Background: an optimization exercise with open tools, aiming at small area, a short achievable clock period and few clock cycles. Do not read the settings as production practice.
The RTL was checked by simulation tests, not by an equivalence proof against the original design.

==> trial 90: inputs <==
Design dcache_top, start of the top module:
module dcache_top (
    input  logic               clk_i,
    input  logic               rst_i,
    input  logic               p_strobe_i,
    input  logic               p_rw_i,           
    input  logic               p_flush_i,
    input  dcache_pkg::word_t  p_addr_i,
    input  dcache_pkg::word_t  p_data_i,
    input  dcache_pkg::be_t    p_be_i,
    output dcache_pkg::word_t  p_data_o,
    output logic               p_ready_o,
    output logic               busy_flushing_o,
    output logic               m_strobe_o,
    output logic               m_rw_o,           
    output dcache_pkg::word_t  m_addr_o,
    output dcache_pkg::line_t  m_data_o,
    input  dcache_pkg::line_t  m_data_i,
    input  logic               m_ready_i
);
clock: 10.0 ns
lec_check: 0
cap_margin: 30
core_margin: 2
core_utilization: 32
slew_margin: 40
run.sh (not shown) runs the stock make flow with config.mk's settings and CLKGATE_MAP_FILE= SYNTH_SCRIPT=/design/flow/synth_recipe.tcl, a recipe that flattens the netlist after the stock synthesis.
==> build 70 (differences from trial 90) <==
--- a/flow/design.v
+++ b/flow/design.v
@@ -37,17 +37,20 @@
 module dcache_ways (
     input  logic               clk_i,
     input  logic               rst_i,
     input  dcache_pkg::idx_t   ridx_i,
     output dcache_pkg::line_t  rd_line0_o,
     output dcache_pkg::line_t  rd_line1_o,
-    output dcache_pkg::tag_t   rd_tag0_o,
-    output dcache_pkg::tag_t   rd_tag1_o,
+    input  logic [2*16-1:0] tsel_i,
+    output dcache_pkg::tag_t   sel_tag_o,
     output logic [1:0]         rd_valid_o,
     output logic [1:0]         rd_dirty_o,
     output logic [2*16-1:0] dirty_vec_o,
+    input  dcache_pkg::tag_t   cmp_tag_i,
+    output logic [16-1:0] match0_o,
+    output logic [16-1:0] match1_o,
     input  dcache_pkg::idx_t   wr_set_i,
     input  dcache_pkg::way_t   wr_way_i,
     input  logic               fill_we_i,      
     input  dcache_pkg::tag_t   fill_tag_i,
     input  logic               fill_dirty_i,
     input  logic               word_we_i,      
@@ -63,17 +66,30 @@
     dcache_pkg::line_t  data0_q [16];
     dcache_pkg::line_t  data1_q [16];
     logic [16-1:0] valid0_q, valid1_q;
     logic [16-1:0] dirty0_q, dirty1_q;
     assign rd_line0_o  = data0_q[ridx_i];
     assign rd_line1_o  = data1_q[ridx_i];
-    assign rd_tag0_o   = tag0_q[ridx_i];
-    assign rd_tag1_o   = tag1_q[ridx_i];
+    always_comb
+    begin
+        sel_tag_o = '0;
+        for (int s = 0; s < 16; s++)
+            sel_tag_o = sel_tag_o | ({24{tsel_i[s]}} & tag0_q[s])
+                                  | ({24{tsel_i[16+s]}} & tag1_q[s]);
+    end
     assign rd_valid_o  = {valid1_q[ridx_i], valid0_q[ridx_i]};
     assign rd_dirty_o  = {dirty1_q[ridx_i], dirty0_q[ridx_i]};
     assign dirty_vec_o = {dirty1_q, dirty0_q};
+    always_comb
+    begin
+        for (int s = 0; s < 16; s++)
+        begin
+            match0_o[s] = valid0_q[s] && (tag0_q[s] == cmp_tag_i);
+            match1_o[s] = valid1_q[s] && (tag1_q[s] == cmp_tag_i);
+        end
+    end
     logic [4*32/8-1:0] byte_en;
     always_comb
     begin
         for (int w = 0; w < 4; w++)
             for (int b = 0; b < 32/8; b++)
                 byte_en[w*(32/8) + b] = fill_we_i ||
@@ -143,17 +159,19 @@
 `timescale 1ns/100ps
 module dcache_fifo_repl (
     input  logic              clk_i,
     input  logic              rst_i,
     input  dcache_pkg::idx_t  ridx_i,          
     output dcache_pkg::way_t  victim_way_o,
+    output logic [16-1:0] ptr_o,         
     input  dcache_pkg::idx_t  fill_idx_i,
     input  logic              fill_i           
 );
     logic [16-1:0] ptr_q;
     assign victim_way_o = ptr_q[ridx_i];
+    assign ptr_o        = ptr_q;
     always_ff @(posedge clk_i)
     begin
         if (rst_i)
             ptr_q <= '0;                         
         else if (fill_i)
             ptr_q[fill_idx_i] <= ~ptr_q[fill_idx_i];    
@@ -178,17 +196,20 @@
     output dcache_pkg::line_t  m_data_o,
     input  dcache_pkg::line_t  m_data_i,
     input  logic               m_ready_i,
     output dcache_pkg::idx_t   ridx_o,
     input  dcache_pkg::line_t  rd_line0_i,
     input  dcache_pkg::line_t  rd_line1_i,
-    input  dcache_pkg::tag_t   rd_tag0_i,
-    input  dcache_pkg::tag_t   rd_tag1_i,
+    output logic [2*16-1:0] tsel_o,
+    input  dcache_pkg::tag_t   sel_tag_i,
+    input  logic [16-1:0] ptr_i,
     input  logic [1:0]         rd_valid_i,
     input  logic [1:0]         rd_dirty_i,
     input  logic [2*16-1:0] dirty_vec_i,
+    input  logic [16-1:0] match0_i,
+    input  logic [16-1:0] match1_i,
     input  dcache_pkg::way_t   victim_way_i,
     output dcache_pkg::idx_t   wr_set_o,
     output dcache_pkg::way_t   wr_way_o,
     output logic               fill_we_o,
     output dcache_pkg::tag_t   fill_tag_o,
     output logic               fill_dirty_o,
@@ -208,12 +229,14 @@
     dcache_pkg::word_t        wdata_q;
     dcache_pkg::be_t          be_q;
     dcache_pkg::way_t         way_q;         
     logic                     wr_hit_q;      
     logic                     p_ready_q;
     dcache_pkg::word_t        p_data_q;
+    dcache_pkg::word_t        p_word0_q, p_word1_q;
+    logic [32/8-1:0]    p_way_q;
     logic                     busy_q;
     logic                     m_strobe_q;
     logic                     m_rw_q;
     dcache_pkg::word_t        m_addr_q;
     dcache_pkg::line_t        m_data_q;
     logic                     idle;
@@ -221,14 +244,17 @@
     logic                     hit0, hit1, hit;
     logic                     vdirty;
     dcache_pkg::tag_t         req_tag;
     dcache_pkg::idx_t         req_idx;
     logic [2-1:0]  req_ofs;
     dcache_pkg::word_t        rd_word0, rd_word1;
-    logic                     fl_any;
-    logic [4:0]    fl_ent;        
+    logic                     fl_any, fl_any_q;
+    logic [4:0]    fl_ent, fl_ent_q;    
+    logic [2*16-1:0]    fl_hot, fl_hot_q;    
+    logic [16-1:0]      req_dec;             
+    logic [2*16-1:0]    vd_mask;             
     dcache_pkg::line_t        sel_line;
     dcache_pkg::tag_t         sel_tag;
     logic                     fl_go;         
     assign idle    = (state_q == dcache_pkg::IDLE);
     assign req     = idle && p_strobe_i;
     assign req_tag = p_addr_i[32-1 -: 24];
@@ -242,32 +268,31 @@
             if (dirty_vec_i[e])
             begin
                 fl_any = 1'b1;
                 fl_ent = e[4:0];
             end
     end
-    assign ridx_o = idle ? req_idx : fl_ent[4-1:0];
-    assign hit0   = rd_valid_i[0] && (rd_tag0_i == req_tag);
-    assign hit1   = rd_valid_i[1] && (rd_tag1_i == req_tag);
+    always_ff @(posedge clk_i)
+    begin
+        fl_any_q <= fl_any;
+        fl_ent_q <= fl_ent;
+        fl_hot_q <= fl_hot;
+    end
+    assign fl_hot = dirty_vec_i & ~(dirty_vec_i - 1'b1);    
+    assign req_dec = 16'(1) << req_idx;
+    assign vd_mask = {ptr_i, ~ptr_i} & dirty_vec_i;
+    assign tsel_o  = idle ? ({req_dec, req_dec} & vd_mask) : fl_hot_q;
+    assign ridx_o = idle ? req_idx : fl_ent_q[4-1:0];
+    assign hit0   = |(match0_i & (16'(1) << req_idx));
+    assign hit1   = |(match1_i & (16'(1) << req_idx));
     assign hit    = hit0 || hit1;
-    assign vdirty = victim_way_i ? rd_dirty_i[1] : rd_dirty_i[0];    
+    assign vdirty = |({req_dec, req_dec} & vd_mask);      
     assign rd_word0 = rd_line0_i[req_ofs*32 +: 32];
     assign rd_word1 = rd_line1_i[req_ofs*32 +: 32];
-    always_comb
-    begin
-        if (idle ? victim_way_i : fl_ent[4])
-        begin
-            sel_line = rd_line1_i;
-            sel_tag  = rd_tag1_i;
-        end
-        else
-        begin
-            sel_line = rd_line0_i;
-            sel_tag  = rd_tag0_i;
-        end
-    end
+    assign sel_line = (idle ? victim_way_i : fl_ent_q[4]) ? rd_line1_i : rd_line0_i;
+    assign sel_tag  = sel_tag_i;
     assign fl_go = (state_q == dcache_pkg::FLUSH_SCAN) ||
                    ((state_q == dcache_pkg::FLUSH_WAIT) && m_ready_i);
     always_comb
     begin
         state_d = state_q;
         case (state_q)
@@ -283,16 +308,16 @@
                 if (m_ready_i)
                     state_d = dcache_pkg::MISS_RD;
             dcache_pkg::MISS_RD:
                 if (m_ready_i)
                     state_d = dcache_pkg::RESP;
             dcache_pkg::FLUSH_SCAN:
-                state_d = fl_any ? dcache_pkg::FLUSH_WAIT : dcache_pkg::RESP;
+                state_d = fl_any_q ? dcache_pkg::FLUSH_WAIT : dcache_pkg::RESP;
             dcache_pkg::FLUSH_WAIT:
                 if (m_ready_i)
-                    state_d = fl_any ? dcache_pkg::FLUSH_WAIT : dcache_pkg::RESP;
+                    state_d = fl_any_q ? dcache_pkg::FLUSH_WAIT : dcache_pkg::RESP;
             default:
                 state_d = dcache_pkg::IDLE;
         endcase
     end
     always_ff @(posedge clk_i)
     begin
@@ -325,20 +350,38 @@
     begin
         if (rst_i)
             p_ready_q <= 1'b0;
         else
             p_ready_q <= (req && hit) ||
                          ((state_q == dcache_pkg::MISS_RD) && m_ready_i) ||
-                         (fl_go && !fl_any);
+                         (fl_go && !fl_any_q);
     end
     always_ff @(posedge clk_i)
     begin
-        if (idle)
-            p_data_q <= hit1 ? rd_word1 : rd_word0;
-        else if (state_q == dcache_pkg::MISS_RD)
-            p_data_q <= m_data_i[ofs_q*32 +: 32];
+        if (state_q == dcache_pkg::MISS_RD)
+        begin
+            p_word0_q <= m_data_i[ofs_q*32 +: 32];
+            p_word1_q <= m_data_i[ofs_q*32 +: 32];
+        end
+        else
+        begin
+            p_word0_q <= rd_word0;                   
+            p_word1_q <= rd_word1;
+        end
+    end
+    always_ff @(posedge clk_i)
+    begin
+        p_way_q[0] <= hit1;
+        p_way_q[1] <= !hit0;
+        p_way_q[2] <= hit1 && !hit0;
+        p_way_q[3] <= hit1 || !hit0;
+    end
+    always_comb
+    begin
+        for (int b = 0; b < 32/8; b++)
+            p_data_q[8*b +: 8] = p_way_q[b] ? p_word1_q[8*b +: 8] : p_word0_q[8*b +: 8];
     end
     always_ff @(posedge clk_i)
     begin
         if (rst_i)
             busy_q <= 1'b0;
         else if (idle && p_flush_i && !p_strobe_i)
@@ -353,32 +396,31 @@
     begin
         if (rst_i)
             m_strobe_q <= 1'b0;
         else
             m_strobe_q <= (req && !hit) ||
                           ((state_q == dcache_pkg::MISS_WB) && m_ready_i) ||
-                          (fl_go && fl_any);
+                          (fl_go && fl_any_q);
     end
     always_ff @(posedge clk_i)
     begin
+        m_data_q <= sel_line;
         if (idle)
         begin
             m_rw_q   <= vdirty;
-            m_addr_q <= {(vdirty ? sel_tag : req_tag), req_idx, {(2+2){1'b0}}};
-            m_data_q <= sel_line;
+            m_addr_q <= {sel_tag | ({24{!vdirty}} & req_tag), req_idx, {(2+2){1'b0}}};
         end
         else if (state_q == dcache_pkg::MISS_WB)
         begin
             m_rw_q   <= 1'b0;
             m_addr_q <= {tag_q, idx_q, {(2+2){1'b0}}};
         end
-        else if (fl_go)
+        else
         begin
             m_rw_q   <= 1'b1;
-            m_addr_q <= {sel_tag, fl_ent[4-1:0], {(2+2){1'b0}}};
-            m_data_q <= sel_line;
+            m_addr_q <= {sel_tag, fl_ent_q[4-1:0], {(2+2){1'b0}}};
         end
     end
     assign m_strobe_o = m_strobe_q;
     assign m_rw_o     = m_rw_q;
     assign m_addr_o   = m_addr_q;
     assign m_data_o   = m_data_q;
@@ -387,15 +429,15 @@
     assign wr_set_o     = idx_q;
     assign wr_way_o     = way_q;
     assign fill_tag_o   = tag_q;
     assign fill_dirty_o = rw_q;
     assign wr_ofs_o     = ofs_q;
     assign wr_be_o      = be_q;
-    assign clr_we_o     = fl_go && fl_any;
-    assign clr_set_o    = fl_ent[4-1:0];
-    assign clr_way_o    = fl_ent[4];
+    assign clr_we_o     = fl_go && fl_any_q;
+    assign clr_set_o    = fl_ent_q[4-1:0];
+    assign clr_way_o    = fl_ent_q[4];
     dcache_word_merge u_merge (
         .line_i   (m_data_i),
         .fill_i   (state_q == dcache_pkg::MISS_RD),
         .rw_i     (rw_q),
         .offset_i (ofs_q),
         .wdata_i  (wdata_q),
@@ -422,16 +464,19 @@
     output dcache_pkg::line_t  m_data_o,
     input  dcache_pkg::line_t  m_data_i,
     input  logic               m_ready_i
 );
     dcache_pkg::idx_t  ridx;
     dcache_pkg::line_t rd_line0, rd_line1;
-    dcache_pkg::tag_t  rd_tag0, rd_tag1;
+    logic [2*16-1:0] tsel;
+    dcache_pkg::tag_t  sel_tag;
+    logic [16-1:0] ptr;
     logic [1:0]        rd_valid, rd_dirty;
     logic [2*16-1:0] dirty_vec;
     dcache_pkg::way_t  victim_way;
+    logic [16-1:0] match0, match1;
     dcache_pkg::idx_t  wr_set;
     dcache_pkg::way_t  wr_way;
     logic              fill_we;
     dcache_pkg::tag_t  fill_tag;
     logic              fill_dirty;
     logic              word_we;
@@ -459,17 +504,20 @@
         .m_data_o        (m_data_o),
         .m_data_i        (m_data_i),
         .m_ready_i       (m_ready_i),
         .ridx_o          (ridx),
         .rd_line0_i      (rd_line0),
         .rd_line1_i      (rd_line1),
-        .rd_tag0_i       (rd_tag0),
-        .rd_tag1_i       (rd_tag1),
+        .tsel_o          (tsel),
+        .sel_tag_i       (sel_tag),
+        .ptr_i           (ptr),
         .rd_valid_i      (rd_valid),
         .rd_dirty_i      (rd_dirty),
         .dirty_vec_i     (dirty_vec),
+        .match0_i        (match0),
+        .match1_i        (match1),
         .victim_way_i    (victim_way),
         .wr_set_o        (wr_set),
         .wr_way_o        (wr_way),
         .fill_we_o       (fill_we),
         .fill_tag_o      (fill_tag),
         .fill_dirty_o    (fill_dirty),
@@ -484,17 +532,20 @@
     dcache_ways u_ways (
         .clk_i        (clk_i),
         .rst_i        (rst_i),
         .ridx_i       (ridx),
         .rd_line0_o   (rd_line0),
         .rd_line1_o   (rd_line1),
-        .rd_tag0_o    (rd_tag0),
-        .rd_tag1_o    (rd_tag1),
+        .tsel_i       (tsel),
+        .sel_tag_o    (sel_tag),
         .rd_valid_o   (rd_valid),
         .rd_dirty_o   (rd_dirty),
         .dirty_vec_o  (dirty_vec),
+        .cmp_tag_i    (p_addr_i[32-1 -: 24]),
+        .match0_o     (match0),
+        .match1_o     (match1),
         .wr_set_i     (wr_set),
         .wr_way_i     (wr_way),
         .fill_we_i    (fill_we),
         .fill_tag_i   (fill_tag),
         .fill_dirty_i (fill_dirty),
         .word_we_i    (word_we),
@@ -507,10 +558,11 @@
     );
     dcache_fifo_repl u_repl (
         .clk_i        (clk_i),
         .rst_i        (rst_i),
         .ridx_i       (ridx),
         .victim_way_o (victim_way),
+        .ptr_o        (ptr),
         .fill_idx_i   (wr_set),
         .fill_i       (fill_we)
     );
 endmodule
==> flow/flow/run.sh (new file) <==
#!/bin/bash
set -euo pipefail
MARGIN=6.5
sed -E "s/SETUP_SLACK_MARGIN=[0-9.]+/SETUP_SLACK_MARGIN=${MARGIN}/" standard.sh > standard_tight.sh
grep -q "SETUP_SLACK_MARGIN=${MARGIN}" standard_tight.sh
bash standard_tight.sh > make_flow.log 2>&1
test -f out/final.def
==> flow/standard.sh (new file) <==
#!/bin/bash
# synth_recipe.tcl (not shown) runs the flow's synth.tcl, then flattens the netlist and writes it again
# the make line also repeats each setting of config.mk as NAME=value (left out here)
make -C /OpenROAD-flow-scripts/flow DESIGN_CONFIG=/design/flow/config.mk WORK_HOME=/design/flow/orfs CLKGATE_MAP_FILE= SYNTH_SCRIPT=/design/flow/synth_recipe.tcl "${@:-finish}"
==> flow/config.mk (replaced) <==
export PLATFORM = sky130hd
export DESIGN_NAME = dcache_top
export DESIGN_NICKNAME = dcache_top
export VERILOG_FILES = /design/flow/design.v
export SDC_FILE = /design/flow/constraint.sdc
export NUM_CORES = 4
export LEC_CHECK = 0
export CAP_MARGIN = 30
export CORE_MARGIN = 2
export CORE_UTILIZATION = 40
export CTS_BUF_LIST = sky130_fd_sc_hd__clkbuf_8
export CTS_CLUSTER_SIZE = 24
export SETUP_SLACK_MARGIN = 5
export SLEW_MARGIN = 40
export TNS_END_PERCENT = 100
removed: flow/run.sh
==> trial 85 (differences from trial 90) <==
--- a/flow/design.v
+++ b/flow/design.v
@@ -42,12 +42,15 @@
     output dcache_pkg::line_t  rd_line1_o,
     output dcache_pkg::tag_t   rd_tag0_o,
     output dcache_pkg::tag_t   rd_tag1_o,
     output logic [1:0]         rd_valid_o,
     output logic [1:0]         rd_dirty_o,
     output logic [2*16-1:0] dirty_vec_o,
+    input  dcache_pkg::tag_t   cmp_tag_i,
+    output logic [16-1:0] match0_o,
+    output logic [16-1:0] match1_o,
     input  dcache_pkg::idx_t   wr_set_i,
     input  dcache_pkg::way_t   wr_way_i,
     input  logic               fill_we_i,      
     input  dcache_pkg::tag_t   fill_tag_i,
     input  logic               fill_dirty_i,
     input  logic               word_we_i,      
@@ -68,12 +71,20 @@
     assign rd_line1_o  = data1_q[ridx_i];
     assign rd_tag0_o   = tag0_q[ridx_i];
     assign rd_tag1_o   = tag1_q[ridx_i];
     assign rd_valid_o  = {valid1_q[ridx_i], valid0_q[ridx_i]};
     assign rd_dirty_o  = {dirty1_q[ridx_i], dirty0_q[ridx_i]};
     assign dirty_vec_o = {dirty1_q, dirty0_q};
+    always_comb
+    begin
+        for (int s = 0; s < 16; s++)
+        begin
+            match0_o[s] = valid0_q[s] && (tag0_q[s] == cmp_tag_i);
+            match1_o[s] = valid1_q[s] && (tag1_q[s] == cmp_tag_i);
+        end
+    end
     logic [4*32/8-1:0] byte_en;
     always_comb
     begin
         for (int w = 0; w < 4; w++)
             for (int b = 0; b < 32/8; b++)
                 byte_en[w*(32/8) + b] = fill_we_i ||
@@ -183,12 +194,14 @@
     input  dcache_pkg::line_t  rd_line1_i,
     input  dcache_pkg::tag_t   rd_tag0_i,
     input  dcache_pkg::tag_t   rd_tag1_i,
     input  logic [1:0]         rd_valid_i,
     input  logic [1:0]         rd_dirty_i,
     input  logic [2*16-1:0] dirty_vec_i,
+    input  logic [16-1:0] match0_i,
+    input  logic [16-1:0] match1_i,
     input  dcache_pkg::way_t   victim_way_i,
     output dcache_pkg::idx_t   wr_set_o,
     output dcache_pkg::way_t   wr_way_o,
     output logic               fill_we_o,
     output dcache_pkg::tag_t   fill_tag_o,
     output logic               fill_dirty_o,
@@ -221,14 +234,14 @@
     logic                     hit0, hit1, hit;
     logic                     vdirty;
     dcache_pkg::tag_t         req_tag;
     dcache_pkg::idx_t         req_idx;
     logic [2-1:0]  req_ofs;
     dcache_pkg::word_t        rd_word0, rd_word1;
-    logic                     fl_any;
-    logic [4:0]    fl_ent;        
+    logic                     fl_any, fl_any_q;
+    logic [4:0]    fl_ent, fl_ent_q;    
     dcache_pkg::line_t        sel_line;
     dcache_pkg::tag_t         sel_tag;
     logic                     fl_go;         
     assign idle    = (state_q == dcache_pkg::IDLE);
     assign req     = idle && p_strobe_i;
     assign req_tag = p_addr_i[32-1 -: 24];
@@ -242,22 +255,27 @@
             if (dirty_vec_i[e])
             begin
                 fl_any = 1'b1;
                 fl_ent = e[4:0];
             end
     end
-    assign ridx_o = idle ? req_idx : fl_ent[4-1:0];
-    assign hit0   = rd_valid_i[0] && (rd_tag0_i == req_tag);
-    assign hit1   = rd_valid_i[1] && (rd_tag1_i == req_tag);
+    always_ff @(posedge clk_i)
+    begin
+        fl_any_q <= fl_any;
+        fl_ent_q <= fl_ent;
+    end
+    assign ridx_o = idle ? req_idx : fl_ent_q[4-1:0];
+    assign hit0   = |(match0_i & (16'(1) << req_idx));
+    assign hit1   = |(match1_i & (16'(1) << req_idx));
     assign hit    = hit0 || hit1;
     assign vdirty = victim_way_i ? rd_dirty_i[1] : rd_dirty_i[0];    
     assign rd_word0 = rd_line0_i[req_ofs*32 +: 32];
     assign rd_word1 = rd_line1_i[req_ofs*32 +: 32];
     always_comb
     begin
-        if (idle ? victim_way_i : fl_ent[4])
+        if (idle ? victim_way_i : fl_ent_q[4])
         begin
             sel_line = rd_line1_i;
             sel_tag  = rd_tag1_i;
         end
         else
         begin
@@ -283,16 +301,16 @@
                 if (m_ready_i)
                     state_d = dcache_pkg::MISS_RD;
             dcache_pkg::MISS_RD:
                 if (m_ready_i)
                     state_d = dcache_pkg::RESP;
             dcache_pkg::FLUSH_SCAN:
-                state_d = fl_any ? dcache_pkg::FLUSH_WAIT : dcache_pkg::RESP;
+                state_d = fl_any_q ? dcache_pkg::FLUSH_WAIT : dcache_pkg::RESP;
             dcache_pkg::FLUSH_WAIT:
                 if (m_ready_i)
-                    state_d = fl_any ? dcache_pkg::FLUSH_WAIT : dcache_pkg::RESP;
+                    state_d = fl_any_q ? dcache_pkg::FLUSH_WAIT : dcache_pkg::RESP;
             default:
                 state_d = dcache_pkg::IDLE;
         endcase
     end
     always_ff @(posedge clk_i)
     begin
@@ -325,20 +343,20 @@
     begin
         if (rst_i)
             p_ready_q <= 1'b0;
         else
             p_ready_q <= (req && hit) ||
                          ((state_q == dcache_pkg::MISS_RD) && m_ready_i) ||
-                         (fl_go && !fl_any);
+                         (fl_go && !fl_any_q);
     end
     always_ff @(posedge clk_i)
     begin
-        if (idle)
-            p_data_q <= hit1 ? rd_word1 : rd_word0;
-        else if (state_q == dcache_pkg::MISS_RD)
+        if (state_q == dcache_pkg::MISS_RD)
             p_data_q <= m_data_i[ofs_q*32 +: 32];
+        else
+            p_data_q <= hit1 ? rd_word1 : rd_word0;      
     end
     always_ff @(posedge clk_i)
     begin
         if (rst_i)
             busy_q <= 1'b0;
         else if (idle && p_flush_i && !p_strobe_i)
@@ -353,13 +371,13 @@
     begin
         if (rst_i)
             m_strobe_q <= 1'b0;
         else
             m_strobe_q <= (req && !hit) ||
                           ((state_q == dcache_pkg::MISS_WB) && m_ready_i) ||
-                          (fl_go && fl_any);
+                          (fl_go && fl_any_q);
     end
     always_ff @(posedge clk_i)
     begin
         if (idle)
         begin
             m_rw_q   <= vdirty;
@@ -371,13 +389,13 @@
             m_rw_q   <= 1'b0;
             m_addr_q <= {tag_q, idx_q, {(2+2){1'b0}}};
         end
         else if (fl_go)
         begin
             m_rw_q   <= 1'b1;
-            m_addr_q <= {sel_tag, fl_ent[4-1:0], {(2+2){1'b0}}};
+            m_addr_q <= {sel_tag, fl_ent_q[4-1:0], {(2+2){1'b0}}};
             m_data_q <= sel_line;
         end
     end
     assign m_strobe_o = m_strobe_q;
     assign m_rw_o     = m_rw_q;
     assign m_addr_o   = m_addr_q;
@@ -387,15 +405,15 @@
     assign wr_set_o     = idx_q;
     assign wr_way_o     = way_q;
     assign fill_tag_o   = tag_q;
     assign fill_dirty_o = rw_q;
     assign wr_ofs_o     = ofs_q;
     assign wr_be_o      = be_q;
-    assign clr_we_o     = fl_go && fl_any;
-    assign clr_set_o    = fl_ent[4-1:0];
-    assign clr_way_o    = fl_ent[4];
+    assign clr_we_o     = fl_go && fl_any_q;
+    assign clr_set_o    = fl_ent_q[4-1:0];
+    assign clr_way_o    = fl_ent_q[4];
     dcache_word_merge u_merge (
         .line_i   (m_data_i),
         .fill_i   (state_q == dcache_pkg::MISS_RD),
         .rw_i     (rw_q),
         .offset_i (ofs_q),
         .wdata_i  (wdata_q),
@@ -426,12 +444,13 @@
     dcache_pkg::idx_t  ridx;
     dcache_pkg::line_t rd_line0, rd_line1;
     dcache_pkg::tag_t  rd_tag0, rd_tag1;
     logic [1:0]        rd_valid, rd_dirty;
     logic [2*16-1:0] dirty_vec;
     dcache_pkg::way_t  victim_way;
+    logic [16-1:0] match0, match1;
     dcache_pkg::idx_t  wr_set;
     dcache_pkg::way_t  wr_way;
     logic              fill_we;
     dcache_pkg::tag_t  fill_tag;
     logic              fill_dirty;
     logic              word_we;
@@ -464,12 +483,14 @@
         .rd_line1_i      (rd_line1),
         .rd_tag0_i       (rd_tag0),
         .rd_tag1_i       (rd_tag1),
         .rd_valid_i      (rd_valid),
         .rd_dirty_i      (rd_dirty),
         .dirty_vec_i     (dirty_vec),
+        .match0_i        (match0),
+        .match1_i        (match1),
         .victim_way_i    (victim_way),
         .wr_set_o        (wr_set),
         .wr_way_o        (wr_way),
         .fill_we_o       (fill_we),
         .fill_tag_o      (fill_tag),
         .fill_dirty_o    (fill_dirty),
@@ -489,12 +510,15 @@
         .rd_line1_o   (rd_line1),
         .rd_tag0_o    (rd_tag0),
         .rd_tag1_o    (rd_tag1),
         .rd_valid_o   (rd_valid),
         .rd_dirty_o   (rd_dirty),
         .dirty_vec_o  (dirty_vec),
+        .cmp_tag_i    (p_addr_i[32-1 -: 24]),
+        .match0_o     (match0),
+        .match1_o     (match1),
         .wr_set_i     (wr_set),
         .wr_way_i     (wr_way),
         .fill_we_i    (fill_we),
         .fill_tag_i   (fill_tag),
         .fill_dirty_i (fill_dirty),
         .word_we_i    (word_we),
==> flow/flow/run.sh (new file) <==
#!/bin/bash
set -euo pipefail
MARGIN=6.5
sed -E "s/SETUP_SLACK_MARGIN=[0-9.]+/SETUP_SLACK_MARGIN=${MARGIN}/" standard.sh > standard_tight.sh
grep -q "SETUP_SLACK_MARGIN=${MARGIN}" standard_tight.sh
bash standard_tight.sh > make_flow.log 2>&1
test -f out/final.def
==> flow/standard.sh (new file) <==
#!/bin/bash
# synth_recipe.tcl (not shown) runs the flow's synth.tcl, then flattens the netlist and writes it again
# the make line also repeats each setting of config.mk as NAME=value (left out here)
make -C /OpenROAD-flow-scripts/flow DESIGN_CONFIG=/design/flow/config.mk WORK_HOME=/design/flow/orfs CLKGATE_MAP_FILE= SYNTH_SCRIPT=/design/flow/synth_recipe.tcl "${@:-finish}"
--- a/flow/config.mk
+++ b/flow/config.mk
@@ -5,7 +5,9 @@
 export SDC_FILE = /design/flow/constraint.sdc
 export NUM_CORES = 4
 export LEC_CHECK = 0
 export CAP_MARGIN = 30
 export CORE_MARGIN = 2
 export CORE_UTILIZATION = 32
+export SETUP_SLACK_MARGIN = 5
 export SLEW_MARGIN = 40
+export TNS_END_PERCENT = 100
removed: flow/run.sh
==> results.env <==
STATUS='timing/DRC/antenna clean'
MET3_USAGE_PCT=7.96
POSTPLACECELLAREA_UM2=223000
END_KIND='register'
CLOCK-SINKS=5214
POWER_FRAC_COMB_PCT=18.3
[end of results for trial 85]
==> results.env <==
POSTPLACECELLAREA_UM2=216000
CLOCK-SINKS=5208
STATUS='timing/DRC/antenna clean'
END_KIND='register'
MET3_USAGE_PCT=5.67
POWER_FRAC_COMB_PCT=30.1
[end of results for trial 90]
==> results.env <==
HTREE_LEVELS=6
STATUS='timing/DRC/antenna clean'
POWER_FRAC_COMB_PCT=13.9
CLOCK-SINKS=5282
[end of results for build 70]
Testbench counts of trial 90, summed over its fixed seeds: cycles 66,847.
Testbench counts of build 70, summed over its fixed seeds: cycles 66,847.
Testbench counts of trial 85, summed over its fixed seeds: cycles 66,847.

re-timing with driven ports:
In the flow no input, the clock included, has a driving cell. The finished layouts below were timed again as built, in two steps. Step 1 (the two cells are an assumption about what drives the block):
set clk [get_ports {clk_i}]
set_driving_cell -lib_cell sky130_fd_sc_hd__clkbuf_16 $clk
set_driving_cell -lib_cell sky130_fd_sc_hd__buf_2 [delete_from_list [all_inputs] $clk]
Step 2 adds t to the input delays and takes it off the output delays; t is the mean of the earliest and latest rising clock arrival at the registers after step 1. Input paths then give back, and output paths get back, about the clock's delay inside the block. a / b / c = no drivers / after step 1 / after step 2; a / b = the first two.
run | t (ns) | slack for setup (ns) | slew at the worst register clock pin (ns) | cell pins on the clock port's net
trial 90 | 1.171 | 2.410 / 2.364 / 1.193 | 0.08 / 0.08 | 1
build 70 | 1.430 | 5.453 / 5.327 / 4.527 | 0.07 / 0.07 | 1
trial 85 | 1.194 | 5.376 / 5.287 / 4.093 | 0.07 / 0.07 | 1
After both steps every run listed still meets setup and hold. The setup slack of trial 85, which loses most, moves by -0.089 ns with the drivers and by -1.283 ns with both steps.
